This is an optimization exercise on Yosys and OpenROAD, whose aim is small area and a short achievable clock period, not a production implementation.
RTL that was checked went through simulation tests only; none was proved equivalent to the original.
The RTL of runs 2 to 4 was laid out without a check of its function.
No driver is modelled on the clock port, so clocking that relies on it looks cheaper here than on a real chip.
Power is estimated from default activity; no workload was simulated.

`constraint.sdc`:
```
create_clock -name core_clock -period 6.5 [get_ports {clk}]
set_input_delay 1.3000 -clock core_clock [delete_from_list [all_inputs] [get_ports {clk}]]
set_output_delay 1.3000 -clock core_clock [all_outputs]
set_load 0.01 [all_outputs]
```
`run.sh`:
```
#!/bin/bash
# synth_recipe.tcl (not shown) runs the flow's synth.tcl, then flattens the netlist and writes it again
# the make line also repeats each setting of config.mk as NAME=value (left out here)
make -C /OpenROAD-flow-scripts/flow DESIGN_CONFIG=/design/flow/config.mk WORK_HOME=/design/flow/orfs CLKGATE_MAP_FILE= SYNTH_SCRIPT=/design/flow/synth_recipe.tcl finish
```
`config.mk`:
```
export PLATFORM = sky130hd
export DESIGN_NAME = alignment_output_buffer
export DESIGN_NICKNAME = alignment_output_buffer
export VERILOG_FILES = /design/flow/design.v
export SDC_FILE = /design/flow/constraint.sdc
export NUM_CORES = 4
export LEC_CHECK = 0
export CAP_MARGIN = 20
export CORE_MARGIN = 2
export CORE_UTILIZATION = 40
export SETUP_SLACK_MARGIN = 0.4
export SLEW_MARGIN = 20
```
`design.v`:
```
module alignment_output_buffer #(
  parameter int N = 128,
  parameter int DEPTH = 2*N,
  parameter int score_lenght = $clog2(N+1),
  parameter int CntW = $clog2(DEPTH+1)
) (
  input  logic clk,
  input  logic rst,
  input  logic en_traceB,
  input  logic end_c,
  input  logic [2:0] datoA,
  input  logic [2:0] datoB,
  input  logic signed [score_lenght:0] final_score,
  output logic out_valid,
  input  logic out_ready,
  output logic [2:0] out_A,
  output logic [2:0] out_B,
  output logic out_last,
  output logic signed [score_lenght:0] out_score,
  output logic [CntW-1:0] align_len,
  output logic busy,
  output logic done,
  output logic overflow
);
  localparam int AW = $clog2(DEPTH);
  localparam logic [2:0] IDLE = 3'd0, COLLECT = 3'd1, LATCH = 3'd2, DRAIN = 3'd3, DONE = 3'd4;
  logic [2:0] state;
  logic [CntW-1:0] count;
  logic [5:0] mem [DEPTH];
  logic [AW-1:0] wa, ra;
  logic push, full, to_idle;
  assign full = count == CntW'(DEPTH);
  assign push = (state == IDLE || state == COLLECT) && en_traceB;
  assign to_idle = !en_traceB && ((state == COLLECT && !end_c) || state == DONE);
  assign wa = AW'(count);
  assign ra = AW'(count - CntW'(1));
  assign out_valid = state == DRAIN;
  assign out_last = out_valid && count == CntW'(1);
  assign {out_A, out_B} = out_valid ? mem[ra] : 6'd0;
  assign busy = state == COLLECT || state == LATCH || state == DRAIN;
  assign done = state == DONE;
  always_ff @(posedge clk)
    if (push && !full) mem[wa] <= {datoA, datoB};
  always_ff @(posedge clk or negedge rst)
    if (!rst) begin
      state <= IDLE;
      count <= '0;
      out_score <= '0;
      align_len <= '0;
      overflow <= 1'b0;
    end else begin
      if (push && full) overflow <= 1'b1;
      if (push && !full) count <= count + CntW'(1);
      case (state)
        IDLE: if (en_traceB) state <= end_c ? LATCH : COLLECT;
        COLLECT: state <= end_c ? LATCH : (en_traceB ? COLLECT : IDLE);
        LATCH: begin
          out_score <= final_score;
          align_len <= count;
          state <= DRAIN;
        end
        DRAIN: if (out_ready) begin
          count <= count - CntW'(1);
          if (count == CntW'(1)) state <= DONE;
        end
        DONE: if (!en_traceB) state <= IDLE;
        default: state <= IDLE;
      endcase
      if (to_idle) begin
        count <= '0;
        align_len <= '0;
        overflow <= 1'b0;
      end
    end
endmodule
```
==> run summary, run 1 <==
R2R Setup Slk 2.25 ns; RSZ-0062 raised after global routing yes; outcome timing/DRC/antenna clean; worst-path maximum fanout 69; Initial Util 40.3%; VDD IR-drop max 369 µV; Synth area leaders edfxtp_1 (74%), nand2_1 (5.8%), mux4_2 (4.1%); Longest Clk Path Bufs 3; most common cell in the synthesized netlist edfxtp_1; Setup Viol. Count Final 0; num rows 144; CTS H-tree lvls 4; crit path time final 6.08 ns; Reg2Reg Launch Point count[7]; Hold Path Class reg -> reg; Critical Path, Cell by Cell clkinvlp_4, ha_4, xor2_4, buf_12, buf_16, buf_12, nand2_1, a32oi_1, a31oi_1, a311oi_2, a21oi_1, o22ai_2, clkdlybuf4s50_1; hold path endpoint out_score[3]; cts bufs inserted 161; layout cell share with drive strength beyond 1 14.9%; Finished Core Util 47.0%; GP Congestion 0.870; synthesized instance count 4,168; Worst-Margin Slew 1.22 ns; Clock Tree Root clkbuf_16; area delta synth->final 16.8%; Yosys reg bits 1,567; Top cell by count, worst path buf_12; PwrDens 525 mW/mm²; total die area 0.158 mm²; final worst slack 0.416 ns; critical path startpoint category flip-flop; Reg2Reg Depth 7; main flop type after synthesis edfxtp_1; dpl cells 6,110; Chip Width 398 µm; Unique masters post-synth 58; Worst path max stage delay 0.60 ns; maxcap violations 0; vias 37,176; Slew headroom 18.6%; worst endpoint required time 5.20 ns; DR pass1 iterations 6; Setup TNS 0 ns; clk sinks 1,567; Hold Startpoint out_score[3]; Crit Path Class reg -> out; Post-synth ARST share 1.98%; CTS tree built; max-slew violations 0; Critical Path End Type output port; skew final 0.0282 ns; Ant. Diodes 0; delay-heaviest family, CP buffers and inverters; port bufs 48; DP Wirelength 97,800 µm; drt wl/cell 26.9 µm; WL final 174,000 µm; Crit path buffers/inverters 5; Post-DRT Antenna Nets 0; Die Height 398 µm; Reg clk slew, reported paths 0.06 ns; Avg Inst Size Synth 14.9 µm²; CP max stage cell clkdlybuf4s50_1; largest net degree at the start of global routing 175; initial antenna violation count 2; Post-Syn Area 0.0620 mm²; non-filler cells, final 6,480; core region area 0.154 mm²; I/O pin cnt 49; Hold Violations, Final 0; yosys warns 1; total grt overflow 0; Tcrit/Tclk final 93.6%; Final Net Count 4,323; initial detailed-routing violation count 4,346; Synth top cells by count edfxtp_1 (1,536), nand2_1 (960), nand3_1 (338), nor2_1 (328), mux2i_1 (131); Synth area leader edfxtp_1; DRC viols 0; Fmax 164 MHz; worst skew pair latency 0.80 ns; Leak 23.4 nW; Synth top area share 74.5%; EDFF count, synth 1,536; first-pass GRT wire length 253,000 µm; Mapped Nets 4,193; Place WS -0.223 ns; Worst EP arrival 4.78 ns; Tot GR Track Use 21.9%; Hold Path Stages 2; DR vias/cell 5.74; # hold bufs at CTS 0; sequential fraction of the synthesis area 75.7%; r2r endpoint mem[6][0]; vias in the first global route 36,179
==> metrics by stage <==
stage	instance area (µm²)	hold WS, ns	power [mW]
after global routing	72400	0.500	39.4
after floorplan	62000	0.514	20.3
after detailed placement	65200	0.462	25.9
final	72400	0.473	38.0
after global placement	65200	0.460	25.9
after CTS	72000	0.478	37.5
==> repair_timing <==
item,4_1_cts,5_1_grt
setup endpoints to repair,6,5
pin swaps,18,13
setup buffers,39,9
resized for setup,105,31
cloned,17,4
==> layout make-up <==
cell class                 instances  area [µm²]
inverter                           8        33.8
clock buffer                     206        4340
clock inverter                    95         971
tap                             2044        2560
timing repair buffer             240        3030
multi-input combinational       2320       14500
fill                           13157       81500
sequential                      1567       46900
==> flip-flops by register name (all words and copies together), names as in the netlist <==
register	cells
align_len	9
count	9
mem	1536
out_score	9
overflow	1
state	3
==> where the power goes <==
group | leakage [nW] | total, mW | internal (mW) | switching, mW
Sequential | 14.2 | 11.3 | 11.2 | 0.114
Clock | 2.60 | 9.34 | 5.42 | 3.92
Combinational | 6.66 | 17.4 | 6.52 | 10.9
Total | 23.4 | 38.0 | 23.1 | 14.9
==> cells by family (layout without fill, tap and decap cells) <==
group	Yosys count	after routing	share of synthesized area, %
simple gates	1687	1688	11.2
flops	1567	1567	75.7
compound gates	363	363	4.35
buf+inv	282	549	2.09
mux	249	249	6.35
xor+xnor	15	15	0.242
fa+ha+maj	5	5	0.101
==> layout by cell type, fill, tap and decap left out, types with 10 or more instances in the layout <==
cell type,n
a21oi_1,23
clkbuf_1,36
clkinv_1,34
nand3_1,324
buf_4,121
clkbuf_16,170
bufbuf_16,14
clkinv_2,24
bufinv_16,17
buf_12,29
edfxtp_1,1536
mux2i_1,131
buf_16,13
mux4_2,114
buf_6,10
nand2_1,959
nand3_2,14
nor2_1,325
a32oi_1,121
nand4_1,14
a31oi_1,119
clkdlybuf4s50_1,40
dfrtp_1,28
==> layer usage <==
layer  GRT usage [%]  vias up  share of wire [%]
li1                -    16080                  -
met1            30.4    18968                 41
met2            34.3     1760                 47
met3            4.22      368                8.6
met4            7.87        0                3.7
met5               0        -                  0
==> worst min-delay path, delay by kind of cell, from the launching register on <==
family / cells / cell delay (ns)
and+or+nand+nor: 2 / 0.11
DFF: 1 / 0.34
==> how the worst max path moves through the flow <==
stage	startpoint	end	slack, ns	cells after the start
final	count[0]	out_B[0]	0.42	13
after floorplan	count[0]	out_A[2]	1.74	12
after CTS	count[0]	out_A[0]	0.39	14
after global placement	count[0]	out_A[0]	-0.25	11
after detailed placement	count[0]	out_A[0]	-0.22	11
after global routing	count[0]	out_A[0]	0.31	14
==> run 2: changes to the inputs <==
==> design.v (replaced) <==
module alignment_output_buffer #(
  parameter int N = 128,
  parameter int DEPTH = 2*N,
  parameter int score_lenght = $clog2(N+1),
  parameter int CntW = $clog2(DEPTH+1)
) (
  input  logic clk,
  input  logic rst,
  input  logic en_traceB,
  input  logic end_c,
  input  logic [2:0] datoA,
  input  logic [2:0] datoB,
  input  logic signed [score_lenght:0] final_score,
  output logic out_valid,
  input  logic out_ready,
  output logic [2:0] out_A,
  output logic [2:0] out_B,
  output logic out_last,
  output logic signed [score_lenght:0] out_score,
  output logic [CntW-1:0] align_len,
  output logic busy,
  output logic done,
  output logic overflow
);
  localparam int L = 16;             
  localparam int G = DEPTH / L;      
  logic s_collect, s_latch, s_drain, s_done, s_busy;
  logic [CntW-1:0] count;
  logic [L-1:0] wp_lo;
  logic [G-1:0] wp_hi;
  logic wr_v;
  logic [5:0] wr_d;
  logic [5:0] top, t1, o;
  logic [DEPTH-1:0][5:0] mem;
  logic s_idle, push, full, wr, pop, to_idle, pop_last;
  logic [5:0] din, rd;
  assign s_idle  = !s_busy && !s_done;
  assign full    = count[CntW-1];
  assign push    = (s_idle || s_collect) && en_traceB;
  assign wr      = push && !full;
  assign pop     = s_drain && out_ready;
  assign pop_last = pop && out_last;
  assign to_idle = !en_traceB && ((s_collect && !end_c) || s_done);
  assign din     = {datoA, datoB};
  assign out_valid = s_drain;
  assign busy      = s_busy;
  assign done      = s_done;
  assign {out_A, out_B} = o;
  logic n_collect, n_latch, n_drain, n_done;
  assign n_collect = en_traceB && !end_c && (s_idle || s_collect);
  assign n_latch   = end_c && ((s_idle && en_traceB) || s_collect);
  assign n_drain   = s_latch || (s_drain && !pop_last);
  assign n_done    = pop_last || (s_done && en_traceB);
  logic cnt_is1, cnt_is2;
  assign cnt_is1 = count == CntW'(1);
  assign cnt_is2 = count == CntW'(2);
  always_ff @(posedge clk or negedge rst)
    if (!rst) begin
      s_collect <= 1'b0;
      s_latch   <= 1'b0;
      s_drain   <= 1'b0;
      s_done    <= 1'b0;
      s_busy    <= 1'b0;
      count     <= '0;
      out_score <= '0;
      align_len <= '0;
      overflow  <= 1'b0;
      out_last  <= 1'b0;
      o         <= '0;
      wp_lo     <= L'(1);
      wp_hi     <= G'(1);
      wr_v      <= 1'b0;
    end else begin
      s_collect <= n_collect;
      s_latch   <= n_latch;
      s_drain   <= n_drain;
      s_done    <= n_done;
      s_busy    <= n_collect || n_latch || n_drain;
      wr_v      <= wr;
      if (to_idle) count <= '0;
      else if (wr) count <= count + CntW'(1);
      else if (pop) count <= count - CntW'(1);
      if (to_idle) begin
        wp_lo <= L'(1);
        wp_hi <= G'(1);
      end else if (wr) begin
        wp_lo <= {wp_lo[L-2:0], wp_lo[L-1]};
        if (wp_lo[L-1]) wp_hi <= {wp_hi[G-2:0], wp_hi[G-1]};
      end else if (pop) begin
        wp_lo <= {wp_lo[0], wp_lo[L-1:1]};
        if (wp_lo[0]) wp_hi <= {wp_hi[0], wp_hi[G-1:1]};
      end
      if (s_latch) out_score <= final_score;
      if (to_idle) align_len <= '0;
      else if (s_latch) align_len <= count;
      if (to_idle) overflow <= 1'b0;
      else if (push && full) overflow <= 1'b1;
      out_last <= s_latch ? cnt_is1 : (s_drain && (out_ready ? cnt_is2 : out_last));
      if (s_latch) o <= top;
      else if (!s_drain || pop_last) o <= '0;
      else if (out_ready) o <= t1;
    end
  always_ff @(posedge clk) begin
    wr_d <= din;
    if (wr) begin
      top <= din;
      t1  <= top;
    end else if (pop) begin
      t1  <= rd;
    end
  end
  always_ff @(posedge clk)
    for (int r = 0; r < DEPTH; r++)
      if (wr_v && wp_lo[(r + 1) % L] && wp_hi[((r + 1) / L) % G]) mem[r] <= wr_d;
  logic [G-1:0][5:0] grp;
  always_comb begin
    for (int g = 0; g < G; g++) begin
      grp[g] = '0;
      for (int j = 0; j < L; j++)
        grp[g] = grp[g] | ({6{wp_lo[j]}} & mem[(g * L + j + DEPTH - 3) % DEPTH]);
    end
    rd = '0;
    for (int g = 0; g < G; g++)
      rd = rd | ({6{wp_hi[g]}} & grp[g]);
  end
endmodule
==> run 2 against run 1 <==
  * Still clean
  * Utilization fell by 2.2 points
  * Design area fell by 6.0%
  * Via count fell by 10%
  * Sequential power rose by about 20%
  * Hold slack improved by 0.0098 ns
  * Combinational power fell by 64%
  * Count of clock-buffer cells in the layout did not move
  * Total power fell by 25%
  * Critical path depth fell by 6
  * Critical endpoint is now t1[0]
==> run summary, run 2 <==
outcome timing/DRC/antenna clean; RSZ-0062 raised after global routing no; Clock Tree Root clkbuf_16; Hold Path Class reg -> reg; area delta synth->final 11.4%; DR pass1 iterations 7 (+1); Initial Util 40.2% (about the same); Pwr Total 28.6 mW (-25%); Critical Path End Type flip-flop; vias in the first global route 32,753 (-9.5%); Tcrit/Tclk final 55.6% (-38 points); Synth top area share 76.1% (+1.6 points); max-slew violations 0 (unchanged); Worst path max stage delay 0.76 ns (+0.16 ns); first-pass GRT wire length 227,000 µm (-10%); Avg Inst Size Synth 18.2 µm² (+22%); Mapped Nets 3,391 (-19%); non-filler cells, final 5,484 (-15%); Worst-Margin Slew 1.14 ns (-0.0800 ns); Largest Register mem; most common cell in the synthesized netlist edfxtp_1; delay-heaviest family, CP compound AO/OA/AOI/OAI gates; Post-Syn Area 0.0611 mm² (-1.3%); layout cell share with drive strength beyond 1 9.06% (-5.8 points); Tot GR Track Use 19.4% (-2.5 points); Synth area leader edfxtp_1; drt wl/cell 28.1 µm (+4.4%); Post-DRT Antenna Nets 0 (unchanged); skew final 0.0330 ns (+0.00488 ns); post-CTS sizing 0 (-100%); CTS tree built; I/O pin cnt 49 (unchanged); Slew headroom 23.9% (+5.3 points); final worst slack 2.89 ns (+2.47 ns); Final Net Count 3,354 (-22%); EDFF count, synth 1,548 (+0.78%); Setup TNS 0 ns (unchanged); sequential fraction of the synthesis area 79.2% (+3.5 points); worst-path maximum fanout 77 (+12%); Die Height 395 µm (-0.67%); Fmax 277 MHz (+68%); Synth top cells by count edfxtp_1 (1,548), a22o_1 (393), a221oi_1 (380), and3_1 (258), clkbuf_1 (127); most common cell after layout, fill and taps aside edfxtp_1; worst endpoint required time 6.97 ns (+1.77 ns); Place WS 2.07 ns (+2.29 ns); max reg flops 1,536 (unchanged); maxcap violations 0 (unchanged); cts bufs inserted 156 (-3.1%); vias 33,311 (-10%); Leak 22.2 nW (-5.1%); Finished Core Util 44.8% (-2.2 points); DP Wirelength 83,400 µm (-15%); Cell Area, Placed 0.0631 mm² (-3.1%); Unique masters post-synth 51 (-12%); initial detailed-routing violation count 3,625 (-17%); worst skew pair latency 0.79 ns (about the same); DR vias/cell 6.07 (+5.9%); Crit path buffers/inverters 1 (-4); Setup Viol. Count Final 0 (unchanged); total die area 0.156 mm² (-1.3%); Hold Violations, Final 0 (unchanged); Top cell by count, worst path a22o_1; Reg clk slew, reported paths 0.06 ns (about the same); critical path startpoint category flip-flop; DRC viols 0 (unchanged); Longest Clk Path Bufs 3 (unchanged); crit path time final 3.61 ns (-2.47 ns); yosys warns 1 (unchanged); Critical Path, Cell by Cell buf_12, a22o_1, a221oi_2, nand4_1, a22o_1, a221oi_1, a41oi_1; CP max stage cell a221oi_1; main flop type after synthesis edfxtp_1; GP Congestion 0.780 (-10%); num rows 143 (-0.69%); Ant. Diodes 0 (unchanged); postcts setup bufs 0 (-100%); Largest regs mem (1536), wp_hi (16), wp_lo (16); worst hold slack 0.482 ns (+0.00982 ns); final instance area 0.0681 mm² (-6.0%); # hold bufs at CTS 0 (unchanged); Synth area leaders edfxtp_1 (76%), a22o_1 (5.6%), a221oi_1 (5.4%); CTS H-tree lvls 4 (unchanged); port bufs 48 (unchanged); initial antenna violation count 3 (+1); synthesized instance count 3,367 (-19%); most frequent cells in the layout edfxtp_1 (1,548), a22o_1 (393), a221oi_1 (380); Chip Width 395 µm (-0.67%); dpl cells 5,202 (-15%); PwrDens 421 mW/mm² (-20%); core region area 0.152 mm² (-1.3%); Crit Path Class reg -> reg; clk sinks 1,627 (+3.8%); largest net degree at the start of global routing 197 (+13%); total grt overflow 0 (unchanged); VDD IR-drop max 377 µV (+1.9%); Post-synth ARST share 4.49% (+2.5 points); Yosys reg bits 1,627 (+3.8%); Filler Cell Count 13,022 (-1.0%); Worst EP arrival 4.08 ns (-0.70 ns); WL final 154,000 µm (-12%)
run 2: changes by cell type after synthesis, sizes merged, moves of 126 or more:
cell    change
nand2     -882
a22o      +393
a221oi    +387
nand3     -331
nor2      -272
and3      +254
a32oi     -127
a31oi     -126
run 2: worst reg2reg max path: stages, from the launching register on:
cell and delay [ns]:
dfrtp_4 0.70, buf_12 0.31, a22o_1 0.41, a221oi_2 0.28
nand4_1 0.29, a22o_1 0.34, a221oi_1 0.76, a41oi_1 0.23
run 2: area by class of cell:
cell class	instances	area (µm²)	area share [%]
clock inverters	76	663	0.974
multi-input cells	1438	11000	16.2
repair buffers	100	1070	1.57
clock buffers	206	4250	6.24
flip-flops and latches	1627	48500	71.3
inverters	7	26.3	0.0386
well taps	2030	2540	3.73
run 2: logic make-up (layout without fill, tap and decap cells):
family,after synthesis,count (layout),share of synthesized area [%]
multiplexers,21,21,0.362
buffers and inverters,302,389,2.79
flip-flops,1627,1627,79.2
adder cells (fa/ha/maj),4,4,0.0819
AND/OR/NAND/NOR,520,520,4.79
AO/OA/AOI/OAI,886,886,12.6
XOR/XNOR,7,7,0.100
run 2: layer usage:
metal	vias to the layer above	part of all wire [%]	routed length, µm	track usage (%)
li1	14221	-	-	-
met2	1312	48	74200	31.0
met4	0	2.1	3200	5.45
met1	17575	43	66300	27.8
met3	203	6.8	10400	2.77
met5	-	0	0	0
run 2: worst paths after layout:
path                       startpoint      endpoint  slack (ns)  cells after the start
max                          wp_lo[3]         t1[0]        2.89                      7
min                              o[3]          o[3]        0.48                      2
max reg2reg                  wp_lo[3]         t1[0]        2.89                      7
min reg2reg                      o[3]          o[3]        0.48                      2
max in group asynchronous         rst      wp_lo[1]        5.07                      1
min in group asynchronous         rst  out_score[8]        0.65                      1
run 2: power by group:
part           switching, mW  internal, mW  leakage (nW)  total [mW]
combinational           4.03          2.16          5.02        6.19
clock                   3.82          5.03          2.40        8.85
sequential              1.35          12.2          14.8        13.6
total                   9.21          19.4          22.2        28.6
==> run 3: changes to the inputs <==
--- a/config.mk
+++ b/config.mk
@@ -7,6 +7,6 @@
 export LEC_CHECK = 0
 export CAP_MARGIN = 20
 export CORE_MARGIN = 2
-export CORE_UTILIZATION = 40
-export SETUP_SLACK_MARGIN = 0.4
+export CORE_UTILIZATION = 50
+export SETUP_SLACK_MARGIN = 4.0
 export SLEW_MARGIN = 20
==> run 3 against run 2 <==
  * Sequential cell count stayed put
  * Count of clock-buffer cells in the layout is 5 higher
  * Utilization is 14 points higher
  * Critical endpoint is now t1[3]
  * Via count is 6.7% higher
  * First-iteration DRC count is 39% higher
  * Clock skew is 0.0012 ns lower
  * Sequential power is 4% lower
  * Highest routed layer is now met5
  * Setup slack better by 0.75 ns
  * Design area is 4.1% higher
  * Global-route usage is 8.5 points higher
  * Combinational power is 52% higher
  * Total power is 10% higher
  * Still clean on timing, DRC and antenna
==> run summary, run 3 <==
Place WS 2.02 ns (-0.0497 ns); total grt overflow 0 (unchanged); worst endpoint required time 7.01 ns (+0.04 ns); Slew headroom 19.7% (-4.2 points); core region area 0.122 mm² (-20%); Largest regs mem (1536), wp_hi (16), wp_lo (16); worst hold slack 0.508 ns (+0.0256 ns); RSZ-0062 raised after global routing yes; worst-path maximum fanout 70 (-9.1%); combinational power share 29.8% (+8.2 points); main flop type after synthesis edfxtp_1; P_sw 10.8 mW (+17%); Filler Cell Count 8,886 (-32%); Post-DRT Antenna Nets 0 (unchanged); Mapped Nets 3,391 (unchanged); most frequent cells in the layout edfxtp_1 (1,548), a22o_1 (391), and3_1 (258); DR pass1 iterations 7 (unchanged); P_int 20.8 mW (+6.9%); Hold Path Class reg -> reg; largest net degree at the start of global routing 185 (-6.1%); port bufs 48 (unchanged); clk sinks 1,627 (unchanged); CTS H-tree lvls 4 (unchanged); DP Wirelength 85,600 µm (+2.6%); WL final 180,000 µm (+17%); layout cell share with drive strength beyond 1 18.6% (+9.5 points); Unique masters post-synth 51 (unchanged); Clock Tree Root clkbuf_16; Post-synth ARST share 4.49% (unchanged); Yosys reg bits 1,627 (unchanged); DR vias/cell 6.83 (+12%); Worst EP arrival 3.37 ns (-0.71 ns); Worst path max stage delay 0.51 ns (-0.25 ns); Chip Width 354 µm (-10%); clock share of power 28.8% (-2.1 points); Synth top area share 76.1% (unchanged); max reg flops 1,536 (unchanged); Synth area leaders edfxtp_1 (76%), a22o_1 (5.6%), a221oi_1 (5.4%); Synth top cells by count edfxtp_1 (1,548), a22o_1 (393), a221oi_1 (380), and3_1 (258), clkbuf_1 (127); worst skew pair latency 0.80 ns (about the same); max-slew violations 0 (unchanged); I/O pin cnt 49 (unchanged); Longest Clk Path Bufs 3 (unchanged); first-pass GRT wire length 252,000 µm (+11%); final worst slack 3.63 ns (+0.746 ns); num rows 128 (-10%); Fmax 349 MHz (+26%); PwrDens 445 mW/mm² (+5.8%); Tcrit/Tclk final 44.1% (-11 points); Worst-Margin Slew 1.20 ns (+0.0637 ns); maxcap violations 0 (unchanged); Pwr Total 31.6 mW (+10%); Finished Core Util 58.3% (+14 points); area delta synth->final 16.0%; sequential fraction of the synthesis area 79.2% (unchanged); CP max stage cell dfrtp_4; initial antenna violation count 14 (+11); DRC viols 0 (unchanged); Critical Path, Cell by Cell buf_12, a22o_1, a221oi_2, nand4_1, a22oi_2, and4_4, a41oi_1; yosys warns 1 (unchanged); synthesized instance count 3,367 (unchanged); Reg power frac 41.4% (-6.1 points); vias in the first global route 35,040 (+7.0%); Synth area leader edfxtp_1; Sw Share 34.2% (+2.0 points); VDD IR-drop max 321 µV (-15%); initial detailed-routing violation count 5,027 (+39%); skew final 0.0318 ns (-0.00120 ns); Crit Path Class reg -> reg; outcome timing/DRC/antenna clean; Avg Inst Size Synth 18.2 µm² (unchanged); Leak 23.7 nW (+6.6%); cts bufs inserted 160 (+2.6%); Setup Viol. Count Final 0 (unchanged); drt wl/cell 34.6 µm (+23%); Reg clk slew, reported paths 0.06 ns (about the same); GP Congestion 0.803 (+2.9%); Setup TNS 0 ns (unchanged); total die area 0.125 mm² (-20%); # hold bufs at CTS 0 (unchanged); most common cell in the synthesized netlist edfxtp_1; crit path time final 2.87 ns (-0.746 ns); Tot GR Track Use 27.9% (+8.5 points); most common cell after layout, fill and taps aside edfxtp_1; Post-Syn Area 0.0611 mm² (unchanged); critical path startpoint category flip-flop; Final Net Count 3,466 (+3.3%); EDFF count, synth 1,548 (unchanged); Initial Util 50.3% (+10 points); vias 35,529 (+6.7%); Die Height 354 µm (-10%); Hold Violations, Final 0 (unchanged); Largest Register mem; CTS tree built; Critical Path End Type flip-flop
[run 3: cell count changes in the layout (fill, tap and decap cells not counted), sizes merged]
cell,delta
buf,+121
clkdlybuf4s50,-31
clkbuf,+12
bufbuf,+8
clkinv,+4
diode,+4
inv,+3
clkinvlp,-2
dlymetal6s2s,+2
o21ai,+1
[run 3: stage by stage]
stage | cells | cell area [µm²]
after floorplan | 3367 | 61100
after global placement | 4796 | 62600
after detailed placement | 4796 | 62600
after CTS | 5185 | 70200
after global routing | 5200 | 70900
final | 5201 | 70900
[run 3: path summary, 6_finish.rpt]
check / start / end / slack (ns) / depth (start not counted)
worst max-delay path: wp_lo[4] / t1[3] / 3.63 / 7
worst min-delay path: out_score[1] / out_score[1] / 0.51 / 1
worst max register to register: wp_lo[4] / t1[3] / 3.63 / 7
worst min register to register: out_score[1] / out_score[1] / 0.51 / 1
max in group asynchronous: rst / wp_lo[2] / 5.07 / 1
min in group asynchronous: rst / s_collect / 0.66 / 1
[run 3: final cells by class]
| cell class | instances | area (µm²) | area share [%] |
|---|---|---|---|
| tap | 1625 | 2030 | 2.87 |
| timing repair buffer | 207 | 2890 | 4.08 |
| inverter | 7 | 42.5 | 0.0600 |
| multi-input combinational | 1439 | 12300 | 17.3 |
| clock inverter | 81 | 744 | 1.05 |
| clock buffer | 211 | 4380 | 6.19 |
| sequential | 1627 | 48500 | 68.5 |
| antenna | 4 | 10.0 | 0.0141 |
[run 3: layer usage]
metal	vias up	wire [µm]	track usage, %
met5	-	27	0
met4	4	7050	9.61
met3	348	18600	5.68
met2	2168	85500	45.0
met1	18521	68500	38.1
li1	14488	-	-
[run 3: cell families after synthesis]
family	count (synthesis)	synth area share, %
flip-flops	1627	79.2
AO/OA/AOI/OAI	886	12.6
AND/OR/NAND/NOR	520	4.79
buffers and inverters	302	2.79
multiplexers	21	0.362
XOR/XNOR	7	0.100
adder cells (fa/ha/maj)	4	0.0819
[run 3: timing repair]
action,in CTS,in global routing
cloned,13,7
gates resized for setup,322,81
endpoints found under the setup margin,952,157
pin swaps,46,48
buffers inserted,84,5
[run 3: power groups by stage]
| stage | logic [mW] | clock network, mW | registers (mW) |
|---|---|---|---|
| 2_1_floorplan | 4.50 | 0 | 12.8 |
| 3_3_place_gp | 6.09 | 0 | 13.8 |
| 3_5_place_dp | 6.16 | 0 | 13.8 |
| 4_1_cts | 8.88 | 9.15 | 13.0 |
| 5_1_grt | 9.66 | 9.56 | 13.1 |
| 6_report | 9.41 | 9.10 | 13.1 |
[run 3: worst max-delay path: cells and delay by family, from the launching register on]
family	cells	cell delay, ns
buffers and inverters	1	0.18
AND/OR/NAND/NOR	2	0.52
AO/OA/AOI/OAI	4	1.13
flip-flops	1	0.51
==> run 4: changes to the inputs <==
--- a/config.mk
+++ b/config.mk
@@ -7,6 +7,6 @@
 export LEC_CHECK = 0
 export CAP_MARGIN = 20
 export CORE_MARGIN = 2
-export CORE_UTILIZATION = 50
-export SETUP_SLACK_MARGIN = 4.0
+export CORE_UTILIZATION = 65
+export SETUP_SLACK_MARGIN = 4.3
 export SLEW_MARGIN = 20
==> run 4 against run 3 <==
  * Still clean
  * Clock skew fell by 0.010 ns
  * Synthesized cell count did not move
  * Via count rose by 1.7%
  * Total power fell by 0.59%
  * Synthesized area did not move
  * Sequential share of layout area rose by 0.38 points
  * Hold slack got worse by 0.0077 ns
  * Setup slack got worse by 0.025 ns
  * Wire length fell by 2.6%
  * First-iteration DRC count rose by 7.1%
  * Sequential power barely moved
  * Sequential cell count did not move
  * Critical path type unchanged
  * Largest power group unchanged
==> run summary, run 4 <==
Synth top cells by count edfxtp_1 (1,548), a22o_1 (393), a221oi_1 (380), and3_1 (258), clkbuf_1 (127); critical path startpoint category flip-flop; total grt overflow 0 (unchanged); Final Net Count 3,478 (+0.35%); most frequent cells in the layout edfxtp_1 (1,548), a22o_1 (388), and3_1 (257); EDFF count, synth 1,548 (unchanged); port bufs 48 (unchanged); CTS tree built; Mapped Nets 3,391 (unchanged); skew final 0.0216 ns (-0.0102 ns); most common cell after layout, fill and taps aside edfxtp_1; main combinational cell family by area after synthesis compound AO/OA/AOI/OAI gates; xor and xnor area share after synthesis 0.100% (unchanged); Die Height 311 µm (-12%); Simple-Gate Fraction of Synth Area 4.79% (unchanged); Synth area leaders edfxtp_1 (76%), a22o_1 (5.6%), a221oi_1 (5.4%); layout cell share with drive strength beyond 1 18.3% (-0.32 points); Synth Area in Adders 0.0819% (unchanged); Worst EP arrival 3.36 ns (about the same); Chip Width 311 µm (-12%); largest net degree at the start of global routing 225 (+22%); crit path time final 2.89 ns (+0.0246 ns); total die area 0.0965 mm² (-23%); worst-path maximum fanout 7 (-90%); Synth area leader edfxtp_1; multiplexer share of the synthesized area 0.362% (unchanged); DR vias/cell 7.47 (+9.3%); worst skew pair latency 0.77 ns (-0.03 ns); Largest regs mem (1536), wp_hi (16), wp_lo (16); Reg2Reg Launch Point wp_lo[7]; Longest Clk Path Bufs 3 (unchanged); DP Wirelength 83,800 µm (-2.1%); Leak 23.8 nW (+0.18%); CTS H-tree lvls 4 (unchanged); Post-synth ARST share 4.49% (unchanged); Hold Violations, Final 0 (unchanged); Multi-input gate area 0.0122 mm² (-0.44%); Filler Cell Count 5,208 (-41%); Reg2Reg Depth 8 (+1); GP Congestion 0.825 (+2.7%); Post-Syn Area 0.0611 mm² (unchanged); max-slew violations 0 (unchanged); vias in the first global route 35,072 (+0.091%); main flop type after synthesis edfxtp_1; area delta synth->final 15.3%; r2r endpoint t1[0]; Setup Viol. Count Final 0 (unchanged); worst endpoint required time 6.97 ns (-0.04 ns); I/O pin cnt 49 (unchanged); Hold Startpoint out_score[4]; DRC viols 0 (unchanged); sequential standard cell area 0.0485 mm² (about the same); Finished Core Util 75.6% (+17 points); synthesized instance count 3,367 (unchanged); Reg clk slew, reported paths 0.07 ns (about the same); DR pass1 iterations 6 (-1); Hold Path Stages 1 (unchanged); Tcrit/Tclk final 44.5% (+0.38 points); outcome timing/DRC/antenna clean; Initial Util 65.6% (+15 points); core region area 0.0932 mm² (-23%); Worst-Margin Slew 1.33 ns (+0.128 ns); cts bufs inserted 158 (-1.3%); maxcap violations 0 (unchanged); vias 36,144 (+1.7%); clk sinks 1,627 (unchanged); R2R Setup Slk 3.61 ns (-0.02 ns); Synth top area share 76.1% (unchanged); Yosys reg bits 1,627 (unchanged); Unique masters post-synth 51 (unchanged); Largest Register mem; Avg Inst Size Synth 18.2 µm² (unchanged); hold path endpoint out_score[4]; drt wl/cell 36.2 µm (+4.6%); Tot GR Track Use 35.6% (+7.7 points); sequential fraction of the synthesis area 79.2% (unchanged); num rows 112 (-13%); most common cell in the synthesized netlist edfxtp_1; Hold Path Class reg -> reg; max reg flops 1,536 (unchanged); initial antenna violation count 11 (-3); # hold bufs at CTS 0 (unchanged); Crit Path Class reg -> reg; Fmax 346 MHz (-0.85%); RSZ-0062 raised after global routing yes; Critical Path End Type flip-flop; PwrDens 445 mW/mm² (about the same); first-pass GRT wire length 247,000 µm (-1.9%); VDD IR-drop max 316 µV (-1.6%); Setup TNS 0 ns (unchanged); initial detailed-routing violation count 5,383 (+7.1%); Synth Area in Compound Gates 12.6% (unchanged); Clock Tree Root clkbuf_16; WL final 175,000 µm (-2.6%); Slew headroom 11.2% (-8.5 points); yosys warns 1 (unchanged); Post-DRT Antenna Nets 0 (unchanged)
run 4: worst max path at each step:
stage,startpoint,to,cells after the start
2_1_floorplan,end_c,wp_hi[1],8
3_3_place_gp,en_traceB,wp_hi[15],7
3_5_place_dp,en_traceB,wp_hi[8],7
4_1_cts,wp_lo[3],t1[3],7
5_1_grt,wp_lo[7],t1[3],7
6_report,wp_lo[7],t1[0],8
run 4: area by class of cell:
type | instances | share of cell area, %
timing repair inverter | 1 | 0.0124
sequential | 1627 | 68.8
clock buffer | 205 | 6.14
inverter | 7 | 0.0603
timing repair buffer | 219 | 4.37
antenna | 7 | 0.0248
clock inverter | 81 | 1.03
tap | 1254 | 2.23
multi-input combinational | 1440 | 17.3
run 4: what timing repair did:
item	in CTS	in global routing
endpoints found under the hold margin	0	0
gates resized for setup	347	69
setup buffers	84	15
gates cloned	14	5
pin swaps	55	41
setup endpoints to repair	978	76
run 4: where the power goes:
part	leakage (nW)	switching, mW	internal [mW]	total [mW]
clock	2.48	3.79	5.20	8.99
combinational	6.45	5.99	3.34	9.33
sequential	14.8	0.797	12.3	13.1
total	23.8	10.6	20.8	31.4
run 4: logic make-up (layout without fill, tap and decap cells):
| family | count (synthesis) | in the layout |
|---|---|---|
| AO/OA/AOI/OAI | 886 | 887 |
| XOR/XNOR | 7 | 7 |
| adder cells (fa/ha/maj) | 4 | 4 |
| buffers and inverters | 302 | 513 |
| flip-flops | 1627 | 1627 |
| multiplexers | 21 | 21 |
| other | 0 | 7 |
| AND/OR/NAND/NOR | 520 | 521 |
run 4: worst max-delay path, stage by stage (launching register included):
cell,delay [ns]
dfrtp_4,0.64
buf_6,0.20
buf_6,0.13
a22o_1,0.22
a221oi_2,0.26
nand4_1,0.37
a22oi_2,0.32
and4_4,0.31
a41oi_1,0.15
run 4: routing by layer:
| layer | track usage, % | up-vias | part of all wire, % |
|---|---|---|---|
| met5 | 0 | - | 0.0086 |
| met4 | 13.3 | 2 | 3.8 |
| met3 | 8.94 | 391 | 14 |
| met2 | 53.5 | 2634 | 46 |
| met1 | 51.2 | 18626 | 37 |
| li1 | - | 14491 | - |
run 4: stage by stage:
stage,hold slack (ns),instance area [µm²],power [mW],worst slack [ns],std cells
floorplan,0.488,61200,17.3,4.13,3367
global placement,0.461,62200,19.7,2.23,4429
detailed placement,0.465,62200,19.8,2.06,4430
CTS,0.475,69800,30.7,3.79,4814
global route,0.508,70500,32.1,3.65,4834
finish,0.500,70500,31.4,3.61,4841
==> run 5: changes to the inputs <==
--- a/design.v
+++ b/design.v
@@ -24,24 +24,28 @@
 );
   localparam int L = 16;             
   localparam int G = DEPTH / L;      
+  localparam int K = 4;              
+  localparam int ROWS = DEPTH - 3;   
   logic s_collect, s_latch, s_drain, s_done, s_busy;
   logic [CntW-1:0] count;
   logic [L-1:0] wp_lo;
   logic [G-1:0] wp_hi;
   logic wr_v;
   logic [5:0] wr_d;
-  logic [5:0] top, t1, o;
-  logic [DEPTH-1:0][5:0] mem;
-  logic s_idle, push, full, wr, pop, to_idle, pop_last;
+  logic [5:0] top, t1, t2, o;
+  logic [K-1:0][5:0] part_q;
+  logic [ROWS-1:0][5:0] mem;
+  logic s_idle, push, full, wr, pop, pop_last, to_idle, back;
   logic [5:0] din, rd;
-  assign s_idle  = !s_busy && !s_done;
-  assign full    = count[CntW-1];
-  assign push    = (s_idle || s_collect) && en_traceB;
-  assign wr      = push && !full;
-  assign pop     = s_drain && out_ready;
+  assign s_idle   = !s_busy && !s_done;
+  assign full     = count[CntW-1];
+  assign push     = (s_idle || s_collect) && en_traceB;
+  assign wr       = push && !full;
+  assign pop      = s_drain && out_ready;
   assign pop_last = pop && out_last;
-  assign to_idle = !en_traceB && ((s_collect && !end_c) || s_done);
-  assign din     = {datoA, datoB};
+  assign back     = s_latch || pop;
+  assign to_idle  = !en_traceB && ((s_collect && !end_c) || s_done);
+  assign din      = {datoA, datoB};
   assign out_valid = s_drain;
   assign busy      = s_busy;
   assign done      = s_done;
@@ -86,7 +90,7 @@
       end else if (wr) begin
         wp_lo <= {wp_lo[L-2:0], wp_lo[L-1]};
         if (wp_lo[L-1]) wp_hi <= {wp_hi[G-2:0], wp_hi[G-1]};
-      end else if (pop) begin
+      end else if (back) begin
         wp_lo <= {wp_lo[0], wp_lo[L-1:1]};
         if (wp_lo[0]) wp_hi <= {wp_hi[0], wp_hi[G-1:1]};
       end
@@ -105,22 +109,34 @@
     if (wr) begin
       top <= din;
       t1  <= top;
+      t2  <= t1;
     end else if (pop) begin
-      t1  <= rd;
+      t1  <= t2;
+      t2  <= rd;
     end
   end
   always_ff @(posedge clk)
-    for (int r = 0; r < DEPTH; r++)
+    for (int r = 0; r < ROWS; r++)
       if (wr_v && wp_lo[(r + 1) % L] && wp_hi[((r + 1) / L) % G]) mem[r] <= wr_d;
   logic [G-1:0][5:0] grp;
+  logic [K-1:0][5:0] part;
   always_comb begin
     for (int g = 0; g < G; g++) begin
       grp[g] = '0;
       for (int j = 0; j < L; j++)
-        grp[g] = grp[g] | ({6{wp_lo[j]}} & mem[(g * L + j + DEPTH - 3) % DEPTH]);
+        if ((g * L + j + DEPTH - 4) % DEPTH < ROWS)
+          grp[g] = grp[g] | ({6{wp_lo[j]}} & mem[(g * L + j + DEPTH - 4) % DEPTH]);
     end
+    for (int k = 0; k < K; k++) begin
+      part[k] = '0;
+      for (int g = k * (G / K); g < (k + 1) * (G / K); g++)
+        part[k] = part[k] | ({6{wp_hi[g]}} & grp[g]);
+    end
+  end
+  always_ff @(posedge clk)
+    if (back) part_q <= part;
+  always_comb begin
     rd = '0;
-    for (int g = 0; g < G; g++)
-      rd = rd | ({6{wp_hi[g]}} & grp[g]);
+    for (int k = 0; k < K; k++) rd = rd | part_q[k];
   end
 endmodule
--- a/config.mk
+++ b/config.mk
@@ -7,6 +7,6 @@
 export LEC_CHECK = 0
 export CAP_MARGIN = 20
 export CORE_MARGIN = 2
-export CORE_UTILIZATION = 65
+export CORE_UTILIZATION = 55
 export SETUP_SLACK_MARGIN = 4.3
 export SLEW_MARGIN = 20
==> run 5 against run 4 <==
  * Critical path type is now reg -> out
  * Largest power group unchanged
  * Setup slack gained 0.25 ns
  * Global-route usage shrank 1.3 points
  * Combinational power grew 25%
  * Utilization shrank 9.1 points
  * Design area grew 4.2%
  * Cell count grew 9.2%
  * Hold slack gained 0.0038 ns
  * Critical endpoint is now out_A[0]
  * Die area grew 18%
  * Maximum frequency grew 9.3%
  * Sequential cell count grew 12
==> run summary, run 5 <==
Fmax 378 MHz (+9.3%); max-slew violations 0 (unchanged); vias in the first global route 36,129 (+3.0%); skew final 0.0281 ns (+0.00648 ns); Crit path buffers/inverters 1 (-1); Unique masters post-synth 55 (+7.8%); core region area 0.110 mm² (+18%); main flop type after synthesis edfxtp_1; Post-DRT Antenna Nets 0 (unchanged); Synth top area share 76.8% (+0.72 points); cts bufs inserted 163 (+3.2%); Post-synth ARST share 4.45% (-0.033 points); first-pass GRT wire length 273,000 µm (+10%); dpl cells 4,752 (+7.3%); area delta synth->final 20.3%; Synth top cells by count edfxtp_1 (1,560), a22o_1 (271), a22oi_1 (262), a221oi_1 (256), and3_1 (254); final instance area 0.0734 mm² (+4.2%); Reg2Reg Launch Point wp_lo[13]; Post-Syn Area 0.0610 mm² (-0.17%); most common cell after layout, fill and taps aside edfxtp_1; Pwr Total 32.9 mW (+4.8%); Reg clk slew, reported paths 0.06 ns (about the same); critical path startpoint category flip-flop; Die Height 337 µm (+8.5%); Tot GR Track Use 34.3% (-1.3 points); Worst EP arrival 1.35 ns (-2.01 ns); DR pass1 iterations 6 (unchanged); most frequent cells in the layout edfxtp_1 (1,560), a22o_1 (261), and3_1 (254); sequential fraction of the synthesis area 80.0% (+0.72 points); worst skew pair latency 0.78 ns (about the same); Setup Viol. Count Final 0 (unchanged); port bufs 48 (unchanged); initial antenna violation count 14 (+3); Setup TNS 0 ns (unchanged); Largest regs mem (1518), part_q (24); worst endpoint required time 5.20 ns (-1.77 ns); maxcap violations 0 (unchanged); RSZ-0062 raised after global routing yes; Synth area leaders edfxtp_1 (77%), a22o_1 (3.9%), a221oi_1 (3.7%); DR WL met3 26,400 µm (+11%); Hold Startpoint out_score[2]; CTS H-tree lvls 4 (unchanged); Critical Path End Type output port; total die area 0.114 mm² (+18%); met2 routed WL 90,500 µm (+13%); Slew headroom 18.6% (+7.4 points); Worst path max stage delay 0.44 ns (-0.20 ns); Critical Path, Cell by Cell buf_6; Tcrit/Tclk final 40.7% (-3.8 points); WL final 199,000 µm (+14%); crit path from o[3]; Hold Path Class reg -> reg; largest net degree at the start of global routing 217 (-3.6%); synthesized instance count 3,459 (+2.7%); PwrDens 448 mW/mm² (+0.63%); Synth area leader edfxtp_1; Leak 24.8 nW (+4.4%); max reg flops 1,518 (-1.2%); total grt overflow 0 (unchanged); DR vias/cell 7.16 (-4.1%); Avg Inst Size Synth 17.6 µm² (-2.8%); Clock Tree Root clkbuf_16; DP Wirelength 85,800 µm (+2.4%); met1 WL 74,000 µm (+15%); most common cell in the synthesized netlist edfxtp_1; initial detailed-routing violation count 6,171 (+15%); Longest Clk Path Bufs 3 (unchanged); drt wl/cell 37.7 µm (+4.2%); delay-heaviest family, CP flip-flops; DRC viols 0 (unchanged); num rows 122 (+8.9%); Initial Util 55.3% (-10 points); I/O pin cnt 49 (unchanged); Cell Area, Placed 0.0629 mm² (+1.1%); VDD IR-drop max 284 µV (-10%); Hold Violations, Final 0 (unchanged); Final Net Count 3,693 (+6.2%); Yosys reg bits 1,639 (+0.74%); outcome timing/DRC/antenna clean; clk sinks 1,639 (+0.74%); worst-path maximum fanout 2 (-5); non-filler cells, final 5,287 (+9.2%); Mapped Nets 3,483 (+2.7%); Crit Path Class reg -> out; CTS tree built; crit path time final 2.65 ns (-0.246 ns); Chip Width 337 µm (+8.5%); EDFF count, synth 1,560 (+0.78%); yosys warns 1 (unchanged); CP max stage cell dfrtp_2; Largest Register mem; GP Congestion 0.820 (-0.59%); layout cell share with drive strength beyond 1 21.8% (+3.5 points); Worst-Margin Slew 1.22 ns (-0.111 ns); DR top layer met5; vias 37,855 (+4.7%)
==> run 5: cell count changes after synthesis, sizes merged, moves of 64 or more <==
cell    before  now
clkbuf     127  230
a22oi       35  262
a22o       393  271
nand3        7  105
buf        168   62
o21ai        9   73
a221oi     392  256
==> run 5: cell type report <==
class                   count  area (µm²)
well taps                1488        1860
clock buffers             216        4440
multi-input cells        1525       12800
diodes                      2        5.00
clock inverters            77         601
fillers                  7275       36900
inverters                   6        38.8
repair inverters            2        17.5
repair buffers            332        4820
flip-flops and latches   1639       48900
==> run 5: repair_timing <==
| item | 4_1_cts | 5_1_grt |
|---|---|---|
| setup endpoints to repair | 1419 | 251 |
| gates resized for setup | 444 | 115 |
| pin swaps | 94 | 98 |
| gates cloned | 38 | 11 |
| setup buffers | 122 | 68 |
| hold buffers | 0 | 0 |
==> run 5: logic make-up after synthesis <==
kind of cell | share of synthesized area (%)
compound gates | 12.3
xor+xnor | 0.0718
fa+ha+maj | 0.0820
buf+inv | 1.90
flops | 80.0
mux | 0.675
simple gates | 5.04
==> run 5: final timing paths <==
check / to / cells after the start / slack, ns
setup reg to reg: part_q[16] / 8 / 4.01
min in group asynchronous: out_score[5] / 1 / 0.67
setup / recovery: out_A[0] / 1 / 3.85
hold reg to reg: out_score[2] / 1 / 0.50
max in group asynchronous: wp_lo[14] / 1 / 5.10
hold / removal: out_score[2] / 1 / 0.50
==> run 5: per-layer routing <==
metal | vias up | global-route usage [%]
met5 | - | 0
met4 | 8 | 13.0
met3 | 456 | 7.79
met2 | 2838 | 51.9
met1 | 19557 | 49.1
li1 | 14996 | -
==> run 5: worst register-to-register path, delay by kind of cell, from the launching register on <==
family          cells  cell delay (ns)
buf+inv             3             0.51
flops               1             0.57
simple gates        2             0.34
compound gates      3             0.77
==> run 5: through the flow <==
stage / setup slack, ns / hold slack, ns / utilization, %
finish: 3.85 / 0.504 / 66.5
global route: 3.83 / 0.522 / 66.5
CTS: 3.80 / 0.503 / 65.1
detailed placement: 2.11 / 0.474 / 57.0
global placement: 2.23 / 0.463 / 57.0
floorplan: 4.00 / 0.491 / -
==> run 5: power by group <==
part	switching, mW	internal, mW	leakage, nW
logic	7.12	4.56	7.34
clock network	3.91	5.14	2.45
registers	0.356	11.8	15.0
==> run 6: changes to the inputs <==
--- a/config.mk
+++ b/config.mk
@@ -7,6 +7,9 @@
 export LEC_CHECK = 0
 export CAP_MARGIN = 20
 export CORE_MARGIN = 2
-export CORE_UTILIZATION = 55
+export CORE_UTILIZATION = 70
+export CTS_CLUSTER_DIAMETER = 100
+export CTS_CLUSTER_SIZE = 30
 export SETUP_SLACK_MARGIN = 4.3
 export SLEW_MARGIN = 20
+export TNS_END_PERCENT = 0
==> run 6 against run 5 <==
  * Cell count shrank 13%
  * Sequential share of layout area grew 8.0 points
  * Via count shrank 6.5%
  * Synthesized cell count is the same
  * Critical endpoint is now part_q[0]
  * Largest cell class unchanged
  * Largest power group unchanged
==> run summary, run 6 <==
Reg clk slew, reported paths 0.11 ns (+0.05 ns); max reg flops 1,518 (unchanged); Slew headroom 19.2% (+0.56 points); Synth area leaders edfxtp_1 (77%), a22o_1 (3.9%), a221oi_1 (3.7%); maxcap violations 0 (unchanged); max-slew violations 0 (unchanged); DRC viols 0 (unchanged); Place WS 2.14 ns (+0.0267 ns); worst endpoint required time 6.91 ns (+1.71 ns); CTS H-tree lvls 2 (-2); GP Congestion 0.846 (+3.2%); P_int 16.4 mW (-24%); outcome timing/DRC/antenna clean; most common cell after layout, fill and taps aside edfxtp_1; drt wl/cell 34.8 µm (-7.6%); PwrDens 383 mW/mm² (-14%); R2R Setup Slk 3.91 ns (-0.10 ns); worst-path maximum fanout 29 (+27); non-filler cells, final 4,591 (-13%); vias 35,397 (-6.5%); Worst-Margin Slew 1.21 ns (-0.00842 ns); Hold Path Class reg -> reg; Reg power frac 48.3% (+11 points); WL final 160,000 µm (-20%); clk sinks 1,639 (unchanged); Synth area leader edfxtp_1; Finished Core Util 75.7% (+9.1 points); DR vias/cell 7.71 (+7.7%); area delta synth->final 7.39%; Yosys reg bits 1,639 (unchanged); cts bufs inserted 60 (-63%); Chip Width 299 µm (-11%); sequential fraction of the synthesis area 80.0% (unchanged); Setup TNS 0 ns (unchanged); Leak 21.3 nW (-14%); total die area 0.0895 mm² (-21%); clock share of power 18.7% (-8.8 points); Mapped Nets 3,483 (unchanged); synthesized instance count 3,459 (unchanged); worst hold slack 0.492 ns (-0.0119 ns); Final Net Count 3,431 (-7.1%); Die Height 299 µm (-11%); dpl cells 4,411 (-7.2%); VDD IR-drop max 350 µV (+24%); largest net degree at the start of global routing 233 (+7.4%); skew final 0.0331 ns (+0.00498 ns); Worst path max stage delay 0.58 ns (+0.14 ns); Largest regs mem (1518), part_q (24); Initial Util 70.4% (+15 points); Largest Register mem; Post-Syn Area 0.0610 mm² (unchanged); Tot GR Track Use 35.3% (+0.97 points); Sw Share 34.5% (-0.061 points); vias in the first global route 33,841 (-6.3%); Crit Path Class reg -> reg; main flop type after synthesis edfxtp_1; Critical Path End Type flip-flop; Hold Violations, Final 0 (unchanged); yosys warns 1 (unchanged); final worst slack 3.91 ns (+0.0553 ns); combinational power share 33.0% (-2.5 points); crit path time final 2.59 ns (-0.0553 ns); most common cell in the synthesized netlist edfxtp_1; final instance area 0.0655 mm² (-11%); Setup Viol. Count Final 0 (unchanged); CP max stage cell o21ai_0; RSZ-0062 raised after global routing yes; EDFF count, synth 1,560 (unchanged); first-pass GRT wire length 230,000 µm (-16%); Post-DRT Antenna Nets 0 (unchanged); sequential standard cell area 0.0489 mm² (about the same); Tcrit/Tclk final 39.8% (-0.85 points); worst skew pair latency 0.70 ns (-0.08 ns); Longest Clk Path Bufs 3 (unchanged); Synth top cells by count edfxtp_1 (1,560), a22o_1 (271), a22oi_1 (262), a221oi_1 (256), and3_1 (254); initial detailed-routing violation count 6,121 (-0.81%); initial antenna violation count 11 (-3); Post-synth ARST share 4.45% (unchanged); num rows 108 (-11%); core region area 0.0866 mm² (-22%); most frequent cells in the layout edfxtp_1 (1,560), a22o_1 (271), and3_1 (254); Multi-input gate area 0.0115 mm² (-10%); total grt overflow 0 (unchanged); critical path startpoint category flip-flop; CTS tree built; port bufs 48 (unchanged); I/O pin cnt 49 (unchanged); Cell Area, Placed 0.0624 mm² (-0.78%); Critical Path, Cell by Cell buf_4, buf_12, a22oi_1, nand3_1, o21ai_0, nand3_1; Worst EP arrival 3.00 ns (+1.65 ns); Clock Tree Root clkbuf_16; Synth top area share 76.8% (unchanged); Avg Inst Size Synth 17.6 µm² (unchanged); P_sw 8.67 mW (-24%); Filler Cell Count 4,872 (-33%); DR pass1 iterations 6 (unchanged); DP Wirelength 79,100 µm (-7.8%); Pwr Total 25.1 mW (-24%); Top cell by count, worst path nand3_1; Fmax 386 MHz (+2.1%); # hold bufs at CTS 0 (unchanged); Unique masters post-synth 55 (unchanged); layout cell share with drive strength beyond 1 9.93% (-12 points)
==> run 6: changes by cell type in the layout (fill, tap and decap cells not counted), moves of 26 or more <==
cell	previous run	this run
a221oi_1	108	224
a221oi_2	128	32
buf_12	60	21
buf_16	49	13
buf_4	121	76
buf_6	37	9
clkbuf_16	178	65
clkinv_1	32	0
clkinv_2	26	0
o21ai_0	29	62
==> run 6: area by class of cell <==
cell class | count | area share (%)
diodes | 3 | 0.0115
clock buffers | 86 | 2.51
repair buffers | 175 | 3.08
repair inverters | 1 | 0.0134
multi-input cells | 1524 | 17.5
flip-flops and latches | 1639 | 74.6
clock inverters | 2 | 0.0420
inverters | 6 | 0.0592
well taps | 1155 | 2.21
==> run 6: cell families after synthesis <==
logic type               after synthesis  synth area share (%)
buffers and inverters                298                  1.90
multiplexers                          40                 0.675
flip-flops                          1639                  80.0
AO/OA/AOI/OAI                        929                  12.3
XOR/XNOR                               5                0.0718
AND/OR/NAND/NOR                      544                  5.04
adder cells (fa/ha/maj)                4                0.0820
==> run 6: power groups by stage <==
stage,Combinational [mW],Sequential [mW],Clock [mW]
floorplan,4.20,12.2,0
global placement,6.37,12.7,0
detailed placement,6.50,12.8,0
CTS,7.83,12.1,4.70
global route,8.57,12.1,5.05
finish,8.29,12.1,4.70
==> run 6: worst max-delay path: cells and delay by family (launching register included) <==
kind	cells	cell delay (ns)
simple gates	2	0.37
buf+inv	2	0.47
compound gates	2	0.87
flops	1	0.57
==> run 6: layer usage <==
metal / track usage, % / vias up / part of all wire [%]
li1: - / 14275 / -
met1: 51.9 / 17966 / 36
met2: 55.5 / 2814 / 47
met3: 5.97 / 338 / 13
met4: 11.3 / 4 / 3.5
met5: 0 / - / 0.017
==> run 6: worst paths after layout <==
path                       cells past startpoint      endpoint       from
max                                            6     part_q[0]  wp_lo[10]
min                                            2          o[5]       o[5]
max reg2reg                                    6     part_q[0]  wp_lo[10]
min reg2reg                                    2          o[5]       o[5]
max in group asynchronous                      1     wp_lo[15]        rst
min in group asynchronous                      1  out_score[8]        rst
==> run 6: what timing repair did <==
| item | 4_1_cts | 5_1_grt |
|---|---|---|
| pin swaps | 8 | 15 |
| buffers inserted | 58 | 20 |
| gates cloned | 6 | 4 |
| endpoints found under the setup margin | 1395 | 1185 |
| resized for setup | 191 | 29 |
==> run 7: changes to the inputs <==
--- a/design.v
+++ b/design.v
@@ -24,7 +24,7 @@
 );
   localparam int L = 16;             
   localparam int G = DEPTH / L;      
-  localparam int K = 4;              
+  localparam int K = 8;              
   localparam int ROWS = DEPTH - 3;   
   logic s_collect, s_latch, s_drain, s_done, s_busy;
   logic [CntW-1:0] count;
@@ -55,6 +55,18 @@
   assign n_latch   = end_c && ((s_idle && en_traceB) || s_collect);
   assign n_drain   = s_latch || (s_drain && !pop_last);
   assign n_done    = pop_last || (s_done && en_traceB);
+  logic can_wr, idle_if_off;
+  logic [CntW-1:0] cnt_inc, cnt_back;
+  logic [L-1:0] lo_inc, lo_back;
+  logic [G-1:0] hi_inc, hi_back;
+  assign can_wr      = (s_idle || s_collect) && !full;
+  assign idle_if_off = s_done || (s_collect && !end_c);
+  assign cnt_inc  = count + CntW'(1);
+  assign cnt_back = pop ? count - CntW'(1) : count;
+  assign lo_inc   = {wp_lo[L-2:0], wp_lo[L-1]};
+  assign hi_inc   = wp_lo[L-1] ? {wp_hi[G-2:0], wp_hi[G-1]} : wp_hi;
+  assign lo_back  = back ? {wp_lo[0], wp_lo[L-1:1]} : wp_lo;
+  assign hi_back  = (back && wp_lo[0]) ? {wp_hi[0], wp_hi[G-1:1]} : wp_hi;
   logic cnt_is1, cnt_is2;
   assign cnt_is1 = count == CntW'(1);
   assign cnt_is2 = count == CntW'(2);
@@ -81,19 +93,9 @@
       s_done    <= n_done;
       s_busy    <= n_collect || n_latch || n_drain;
       wr_v      <= wr;
-      if (to_idle) count <= '0;
-      else if (wr) count <= count + CntW'(1);
-      else if (pop) count <= count - CntW'(1);
-      if (to_idle) begin
-        wp_lo <= L'(1);
-        wp_hi <= G'(1);
-      end else if (wr) begin
-        wp_lo <= {wp_lo[L-2:0], wp_lo[L-1]};
-        if (wp_lo[L-1]) wp_hi <= {wp_hi[G-2:0], wp_hi[G-1]};
-      end else if (back) begin
-        wp_lo <= {wp_lo[0], wp_lo[L-1:1]};
-        if (wp_lo[0]) wp_hi <= {wp_hi[0], wp_hi[G-1:1]};
-      end
+      count <= en_traceB ? (can_wr ? cnt_inc : cnt_back) : (idle_if_off ? '0 : cnt_back);
+      wp_lo <= en_traceB ? (can_wr ? lo_inc : lo_back) : (idle_if_off ? L'(1) : lo_back);
+      wp_hi <= en_traceB ? (can_wr ? hi_inc : hi_back) : (idle_if_off ? G'(1) : hi_back);
       if (s_latch) out_score <= final_score;
       if (to_idle) align_len <= '0;
       else if (s_latch) align_len <= count;
==> flow/run.sh (new file) <==
#!/bin/bash
# Own flow: the standard layout (standard.sh, all steps), with one change in
# CTS (flow/cts_hook.tcl): the clock port drives the first level of the clock
# tree directly instead of through a single root buffer.
set -euo pipefail
work=$(pwd)
export PRE_CTS_TCL="$work/flow/cts_hook.tcl"
bash standard.sh > "$work/standard.log" 2>&1
==> flow/cts_hook.tcl (new file) <==
rename clock_tree_synthesis my_orig_clock_tree_synthesis
proc clock_tree_synthesis { args } {
  my_orig_clock_tree_synthesis {*}$args
  set block [ord::get_db_block]
  set bterm [$block findBTerm clk]
  set clknet [$bterm getNet]
  set loads [$clknet getITerms]
  if { [llength $loads] != 1 } {
    puts "cts_hook: clock port drives [llength $loads] pins, tree left as built"
    return
  }
  set root [[lindex $loads 0] getInst]
  set out [[$root findITerm X] getNet]
  set sinks {}
  foreach it [$out getITerms] {
    if { ![$it isOutputSignal] } { lappend sinks $it }
  }
  if { [llength $sinks] < 1 || [llength $sinks] > 4 } {
    puts "cts_hook: root [$root getName] drives [llength $sinks] pins, tree left as built"
    return
  }
  foreach it $sinks {
    if { ![string match "*clkbuf*" [[[$it getInst] getMaster] getName]] } {
      puts "cts_hook: root drives [[$it getInst] getName], not a buffer; tree left as built"
      return
    }
  }
  foreach it $sinks {
    $it disconnect
    $it connect $clknet
  }
  [$root findITerm A] disconnect
  [$root findITerm X] disconnect
  set rname [$root getName]
  odb::dbInst_destroy $root
  odb::dbNet_destroy $out
  puts "cts_hook: removed root buffer $rname; clock port now drives [llength $sinks] buffers"
}
==> standard.sh (new file) <==
#!/bin/bash
# synth_recipe.tcl (not shown) runs the flow's synth.tcl, then flattens the netlist and writes it again
# the make line also repeats each setting of config.mk as NAME=value (left out here)
make -C /OpenROAD-flow-scripts/flow DESIGN_CONFIG=/design/flow/config.mk WORK_HOME=/design/flow/orfs CLKGATE_MAP_FILE= SYNTH_SCRIPT=/design/flow/synth_recipe.tcl "${@:-finish}"
removed: run.sh
==> run 7 against run 6 <==
  * Hold slack gained 0.027 ns
  * Setup slack gained 0.19 ns
  * Wire length up 6.0%
  * Clock skew down 0.0073 ns
  * Synthesized cell count shrank 0.69%
  * First-iteration DRC count down 8.2%
  * Largest cell class unchanged
  * Largest power group unchanged
  * Count of clock-buffer cells in the layout grew 1
  * Sequential power grew 7%
==> run summary, run 7 <==
outcome timing/DRC/antenna clean; num rows 109 (+0.93%); GP Congestion 0.865 (+2.2%); drt wl/cell 37.1 µm (+6.4%); final instance area 0.0665 mm² (+1.5%); most common cell in the synthesized netlist edfxtp_1; Critical Path End Type flip-flop; vias in the first global route 34,019 (+0.53%); Final Net Count 3,404 (-0.79%); Post-DRT Antenna Nets 0 (unchanged); Avg Inst Size Synth 18.0 µm² (+2.2%); max-slew violations 0 (unchanged); most common cell after layout, fill and taps aside edfxtp_1; main flop type after synthesis edfxtp_1; RSZ-0062 raised after global routing yes; VDD IR-drop max 402 µV (+15%); DR vias/cell 7.83 (+1.6%); Hold Path Class reg -> reg; final worst slack 4.10 ns (+0.189 ns); Leak 21.9 nW (+2.9%); Setup Viol. Count Final 0 (unchanged); worst hold slack 0.519 ns (+0.0268 ns); combinational power share 31.7% (-1.3 points); Synth area leader edfxtp_1; clock share of power 18.3% (-0.4 points); skew final 0.0258 ns (-0.00729 ns); worst skew pair latency 0.51 ns (-0.19 ns); DP Wirelength 82,800 µm (+4.7%); Initial Util 70.4% (about the same); Synth area leaders edfxtp_1 (77%), a22o_1 (5.8%), a221oi_1 (5.1%); largest net degree at the start of global routing 206 (-12%); Yosys reg bits 1,663 (+1.5%); non-filler cells, final 4,575 (-0.35%); Cell Area, Placed 0.0632 mm² (+1.3%); yosys warns 1 (unchanged); Largest Register mem; Reg power frac 50.1% (+1.8 points); Fmax 417 MHz (+7.9%); Reg clk slew, reported paths 0.12 ns (about the same); PwrDens 389 mW/mm² (+1.5%); Crit Path Class reg -> reg; Top cell by count, worst path a22o_1; clk sinks 1,663 (+1.5%); Hold Violations, Final 0 (unchanged); Mapped Nets 3,459 (-0.69%); Worst-Margin Slew 1.27 ns (+0.0621 ns); worst endpoint required time 6.74 ns (-0.17 ns); synthesized instance count 3,435 (-0.69%); port bufs 48 (unchanged); sequential fraction of the synthesis area 80.0% (about the same); core region area 0.0880 mm² (+1.6%); total die area 0.0909 mm² (+1.5%); Slew headroom 15.0% (-4.1 points); initial detailed-routing violation count 5,618 (-8.2%); vias 35,831 (+1.2%); Worst path max stage delay 0.53 ns (-0.05 ns); Setup TNS 0 ns (unchanged); DRC viols 0 (unchanged); layout cell share with drive strength beyond 1 9.57% (-0.37 points); CTS tree built; cts bufs inserted 61 (+1.7%); most frequent cells in the layout edfxtp_1 (1,584), a22o_1 (409), a221oi_1 (327); CP max stage cell dfrtp_4; Die Height 301 µm (+0.74%); Tcrit/Tclk final 36.9% (-2.9 points); Worst EP arrival 2.65 ns (-0.35 ns); I/O pin cnt 49 (unchanged); total grt overflow 0 (unchanged); Crit path buffers/inverters 1 (-1); Synth top cells by count edfxtp_1 (1,584), a22o_1 (409), a221oi_1 (360), and3_1 (262), clkbuf_1 (218); initial antenna violation count 8 (-3); critical path startpoint category flip-flop; P_int 16.9 mW (+2.7%); first-pass GRT wire length 242,000 µm (+5.0%); Tot GR Track Use 37.2% (+1.9 points); WL final 170,000 µm (+6.0%); # hold bufs at CTS 0 (unchanged); DR pass1 iterations 6 (unchanged); P_sw 9.01 mW (+3.9%); Largest regs mem (1518), part_q (48); Place WS 2.45 ns (+0.314 ns); maxcap violations 0 (unchanged); Post-Syn Area 0.0619 mm² (+1.5%); area delta synth->final 7.44% (about the same); Sw Share 34.8% (+0.27 points); crit path time final 2.40 ns (-0.189 ns); Critical Path, Cell by Cell buf_12, a22o_1, a221oi_1, nand4_1, a22o_1; EDFF count, synth 1,584 (+1.5%); dpl cells 4,382 (-0.66%); Chip Width 301 µm (+0.74%); Synth top area share 76.8% (about the same); worst-path maximum fanout 64 (+120%); Post-synth ARST share 4.39% (-0.064 points); Unique masters post-synth 54 (-1.8%); delay-heaviest family, CP compound AO/OA/AOI/OAI gates; max reg flops 1,518 (unchanged)
run 7: changes by cell type after synthesis, moves of 16 or more:
cell	change
nand4_1	+25
a21oi_1	-19
a31oi_1	+23
buf_2	+43
o21ai_0	-65
nor2_1	+16
a22oi_1	-232
a22o_1	+138
nand3_1	-98
a221oi_1	+104
edfxtp_1	+24
run 7: kinds of logic (layout without fill, tap and decap cells):
group                    Yosys count  after routing  synth area share (%)
flip-flops                      1663           1663                  80.0
AO/OA/AOI/OAI                    893            895                  12.4
AND/OR/NAND/NOR                  522            522                  4.90
buffers and inverters            312            283                  2.01
multiplexers                      41             41                 0.683
adder cells (fa/ha/maj)            4              4                0.0808
other                              0              2                     0
run 7: what timing repair did:
item / 4_1_cts / 5_1_grt
setup buffers: 82 / 10
endpoints found under the setup margin: 1368 / 810
gates cloned: 8 / 1
resized for setup: 182 / 20
pin swaps: 13 / 8
run 7: final timing paths:
kind                                endpoint  slack (ns)  cells past startpoint         start
worst max-delay path              part_q[21]        4.10                      5     wp_lo[11]
worst min-delay path            out_score[7]        0.52                      1  out_score[7]
worst max register to register    part_q[21]        4.10                      5     wp_lo[11]
worst min register to register  out_score[7]        0.52                      1  out_score[7]
max in group asynchronous           wp_lo[3]        4.84                      1           rst
min in group asynchronous               o[2]        0.93                      1           rst
run 7: area by class of cell:
| class | count | area [µm²] |
|---|---|---|
| multi-input cells | 1462 | 11500 |
| fillers | 4962 | 21400 |
| well taps | 1165 | 1460 |
| inverters | 5 | 22.5 |
| clock inverters | 3 | 28.8 |
| flip-flops and latches | 1663 | 49600 |
| diodes | 2 | 5.00 |
| clock buffers | 87 | 1650 |
| repair buffers | 188 | 2300 |
run 7: worst reg2reg max path, delay by kind of cell (launching register included):
| family | cells | cell delay (ns) |
|---|---|---|
| AO/OA/AOI/OAI | 3 | 1.11 |
| flip-flops | 1 | 0.53 |
| AND/OR/NAND/NOR | 1 | 0.27 |
| buffers and inverters | 1 | 0.23 |
run 7: power groups by stage:
stage / logic (mW) / registers (mW) / clock network [mW]
after CTS: 7.81 / 12.9 / 4.70
after global routing: 8.38 / 13.0 / 5.06
after floorplan: 4.12 / 12.8 / 0
after detailed placement: 5.66 / 14.0 / 0
after global placement: 5.56 / 13.9 / 0
final: 8.20 / 13.0 / 4.73
run 7: metrics by stage:
| stage | power, mW | util (%) |
|---|---|---|
| 6_report | 25.9 | 75.6 |
| 5_1_grt | 26.4 | 75.6 |
| 4_1_cts | 25.4 | 75.4 |
| 3_5_place_dp | 19.6 | 71.9 |
| 3_3_place_gp | 19.5 | 71.9 |
| 2_1_floorplan | 16.9 | - |
run 7: metal layers:
layer	part of all wire (%)	vias up	global-route usage [%]	wire length (µm)
met5	0.024	-	0	40
met4	3.8	6	12.4	6480
met3	13	375	7.59	22800
met2	47	2785	56.9	79100
met1	36	18328	54.8	61200
li1	-	14337	-	-

## static timing again, ports no longer ideal
How much do the figures lean on ideal ports? The routed layouts below were timed once more, with nothing changed but the port constraints. Step 1 assumes that a clkbuf_16 drives the clock port and a buf_2 every other input. Step 2 also shifts input and output timing later by t, the mid clock arrival at the registers, as if the neighbouring blocks saw the same clock. a / b / c = ideal / step 1 / step 2; a / b = the first two.
run	t, ns	setup WS [ns]	clock arrival spread, ns
run 1	0.873	0.416 / 0.333 / 1.205	0.035 / 0.035
run 2	0.851	2.887 / 2.887 / 2.326	0.036 / 0.035
run 3	0.859	3.633 / 3.633 / 3.194	0.032 / 0.033
run 4	0.827	3.609 / 3.609 / 3.476	0.027 / 0.027
run 5	0.837	3.855 / 3.779 / 3.551	0.031 / 0.031
run 6	0.765	3.910 / 3.892 / 3.305	0.037 / 0.036
run 7	0.643	4.099 / 3.999 / 3.651	0.030 / 0.030
After both steps setup and hold are still met in every run listed. The setup slack of run 6, which loses most, moves by -0.018 ns with the drivers and by -0.605 ns with both steps.
